Background: an optimization exercise with open tools, aiming at small area, a short achievable clock period and few clock cycles per item. Do not read the settings as production practice. In this exercise RTL edits were held to simulation tests only and were not proved equivalent to the original.

== job 101 ==
==> flow/design.v (excerpt) <==
module jam (
	input  logic                    clk,
	input  logic                    rst_n,
	input  logic                    in_valid,
	input  jam_types_pkg::cost_t    in_cost,
	output logic                    out_valid,
	output jam_types_pkg::out_job_t out_job,
	output jam_types_pkg::total_t   out_cost
);
==> flow/config.mk <==
export PLATFORM = sky130hd
export DESIGN_NAME = jam
export DESIGN_NICKNAME = jam
export VERILOG_FILES = /design/flow/design.v
export SDC_FILE = /design/flow/constraint.sdc
export NUM_CORES = 4
export LEC_CHECK = 0
export ABC_AREA = 1
export CAP_MARGIN = 20
export CORE_MARGIN = 2
export CORE_UTILIZATION = 45
export PLACE_DENSITY = 0.75
export SETUP_SLACK_MARGIN = 4.5
export SLEW_MARGIN = 20
==> flow/constraint.sdc <==
create_clock -name core_clock -period 9.0 [get_ports {clk}]
set_input_delay 1.8000 -clock core_clock [delete_from_list [all_inputs] [get_ports {clk}]]
set_output_delay 1.8000 -clock core_clock [all_outputs]
set_load 0.01 [all_outputs]
run.sh (not shown) runs the stock make flow with config.mk's settings and CLKGATE_MAP_FILE= SYNTH_SCRIPT=/design/flow/synth_recipe.tcl, a recipe that flattens the netlist after the stock synthesis.
Testbench counts of job 101, summed over its fixed seeds: cycles 2,608, items 24.
Inputs modified between job 101 and job 102:
Settings: a change of SETUP_SLACK_MARGIN from 4.5 to 5.
### Flow results
- Changes observed in job 102 relative to job 101: critical path depth lower; setup slack increased by 0.35 ns relative to the old numbers; shortest clock period the worst path allows after layout fell by 0.35 ns.
diff inputs: job 102 => job 103
Settings: a change of PLACE_DENSITY from 0.75 to 0.85.
Compared with job 102, job 103 shows a lower final worst slack.
Comparing job 103 against job 102, there is no change at all in synthesized cell count.
On area growth from synthesis to layout: between job 102 and job 103, it ends up higher for job 103.
### job 103 -> job 104
Settings: PLACE_DENSITY removed (was 0.85).
### Flow results
There was hardly any difference in post-route cell area between job 103 and job 104. Compared with job 103, job 104 has extra setup slack. | met1 usage | job 104 vs job 103 | 3.1 points higher |. Re final period demand of the worst path: job 104 and job 103 aren't equal, and the lower value belongs to job 104.

========
jam, a different RTL version from the one above (not shown whole).
Size: ~5300 cells after synthesis, roughly 58000 um2 of cells after synthesis.
==> flow/design.v (excerpt) <==
module jam (
	input  logic                    clk,
	input  logic                    rst_n,
	input  logic                    in_valid,
	input  jam_types_pkg::cost_t    in_cost,
	output logic                    out_valid,
	output jam_types_pkg::out_job_t out_job,
	output jam_types_pkg::total_t   out_cost
);
	localparam logic [2:0] E_WAIT = 3'd0;   
	localparam logic [2:0] E_S2   = 3'd1;   
	localparam logic [2:0] E_S3   = 3'd2;   
	localparam logic [2:0] E_X    = 3'd3;   
	localparam logic [2:0] E_TS   = 3'd5;   
	localparam logic [2:0] E_OUT  = 3'd6;   
	function automatic logic [9:0] add10(input logic [9:0] a, input logic [9:0] b, input logic ci);
		logic [9:0]  g;
		logic [9:0]  p;
		logic [10:0] G;
		logic [10:0] P;
		g = a & b;
		p = a ^ b;
		G = {g, ci};
		P = {p, 1'b0};
		for (int lv = 0; lv < 4; lv++) begin
			for (int i = 10; i >= (1 << lv); i--) begin
				G[i] = G[i] | (P[i] & G[i - (1 << lv)]);
  ...
==> flow/config.mk <==
export PLATFORM = sky130hd
export DESIGN_NAME = jam
export DESIGN_NICKNAME = jam
export VERILOG_FILES = /design/flow/design.v
export SDC_FILE = /design/flow/constraint.sdc
export NUM_CORES = 4
export LEC_CHECK = 0
export CAP_MARGIN = 20
export CORE_MARGIN = 2
export CORE_UTILIZATION = 45
export SETUP_SLACK_MARGIN = 5
export SLEW_MARGIN = 20
export TNS_END_PERCENT = 10
==> flow/constraint.sdc <==
create_clock -name core_clock -period 9.0 [get_ports {clk}]
set_input_delay 1.8000 -clock core_clock [delete_from_list [all_inputs] [get_ports {clk}]]
set_output_delay 1.8000 -clock core_clock [all_outputs]
set_load 0.01 [all_outputs]
The first run reached the layout checks and failed them: max-capacitance violations, max-slew violations.
Testbench counts at the start, summed over its fixed seeds: cycles 2,608, items 24.
Next try:
Settings changed: ABC_AREA set to 1, TNS_END_PERCENT 10 to not set.
After rerunning:
- Now the flow finished clean
- synthesized area goes up by 2.2%
- via count is higher by 4.7%
- final area goes down by 0.98%
- core utilization falls by 1.9 points
- clock skew grows by 0.056 ns
- maximum frequency increases by 5.2%
- setup slack improved by 0.21 ns

========
== P ==
Another version of the RTL of jam (not shown whole).
For scale: about 6600 cells after synthesis, roughly 980 flip-flops, about 60000 um^2 of cells after synthesis.
clock: 9.0 ns
lec_check: 0
abc_area: 1
cap_margin: 20
core_margin: 2
core_utilization: 45
cts_buf_list: sky130_fd_sc_hd__clkbuf_16
cts_cluster_diameter: 80
cts_cluster_size: 20
setup_slack_margin: 5
slew_margin: 20
P: no failed stages, no open violations at the end
Testbench counts of P, summed over its fixed seeds: cycles 2,632, items 24.
### P -> S
- clearing CTS_CLUSTER_SIZE, which used to be 20
- clearing ABC_AREA, which used to be 1
- clearing CTS_BUF_LIST, which used to be sky130_fd_sc_hd__clkbuf_16
- clearing CTS_CLUSTER_DIAMETER, which used to be 80
- Arrival time at the worst endpoint: P and S compared, higher one is P
- S has design area above what P had.
- Of P and S, S shows the higher final critical-path share of the clock period, with P below it.

afterwards: timing with drivers on the ports:
How much do the figures lean on ideal ports? The routed layouts below were timed once more, with nothing changed but the port constraints. Step 1 sets driving cells, clkbuf_16 on the clock port and buf_2 on the other inputs (assumed; they add their load-dependent delay and slew). Step 2 times the ports against the registers' clock, not the clock port: input delays grow and output delays shrink by t, the midpoint of the rising clock arrivals with the driver on. a / b / c = ideal ports / drivers / drivers and shift; a / b = the first two.
run | t, ns | setup WS [ns] | slew at the worst register clock pin (ns) | pins driven straight from the clock port
job 101 | 0.817 | 4.647 / 4.647 / 4.202 | 0.07 / 0.07 | 1
job 102 | 0.811 | 4.999 / 4.999 / 4.188 | 0.07 / 0.07 | 1
job 103 | 0.818 | 4.940 / 4.905 / 4.087 | 0.07 / 0.07 | 1
job 104 | 0.806 | 4.962 / 4.966 / 4.160 | 0.07 / 0.07 | 1
the first run of note 2 | 0.833 | 4.778 / 4.778 / 4.060 | 0.07 / 0.07 | 1
the second run of note 2 | 0.805 | 4.985 / 4.985 / 4.348 | 0.07 / 0.07 | 1
P | 0.755 | 4.914 / 4.914 / 4.914 | 0.09 / 0.09 | 1
S | 0.806 | 4.824 / 4.824 / 4.824 | 0.07 / 0.07 | 1
The setup slack of job 103, which loses most, moves by -0.035 ns with the drivers and by -0.853 ns with both steps.
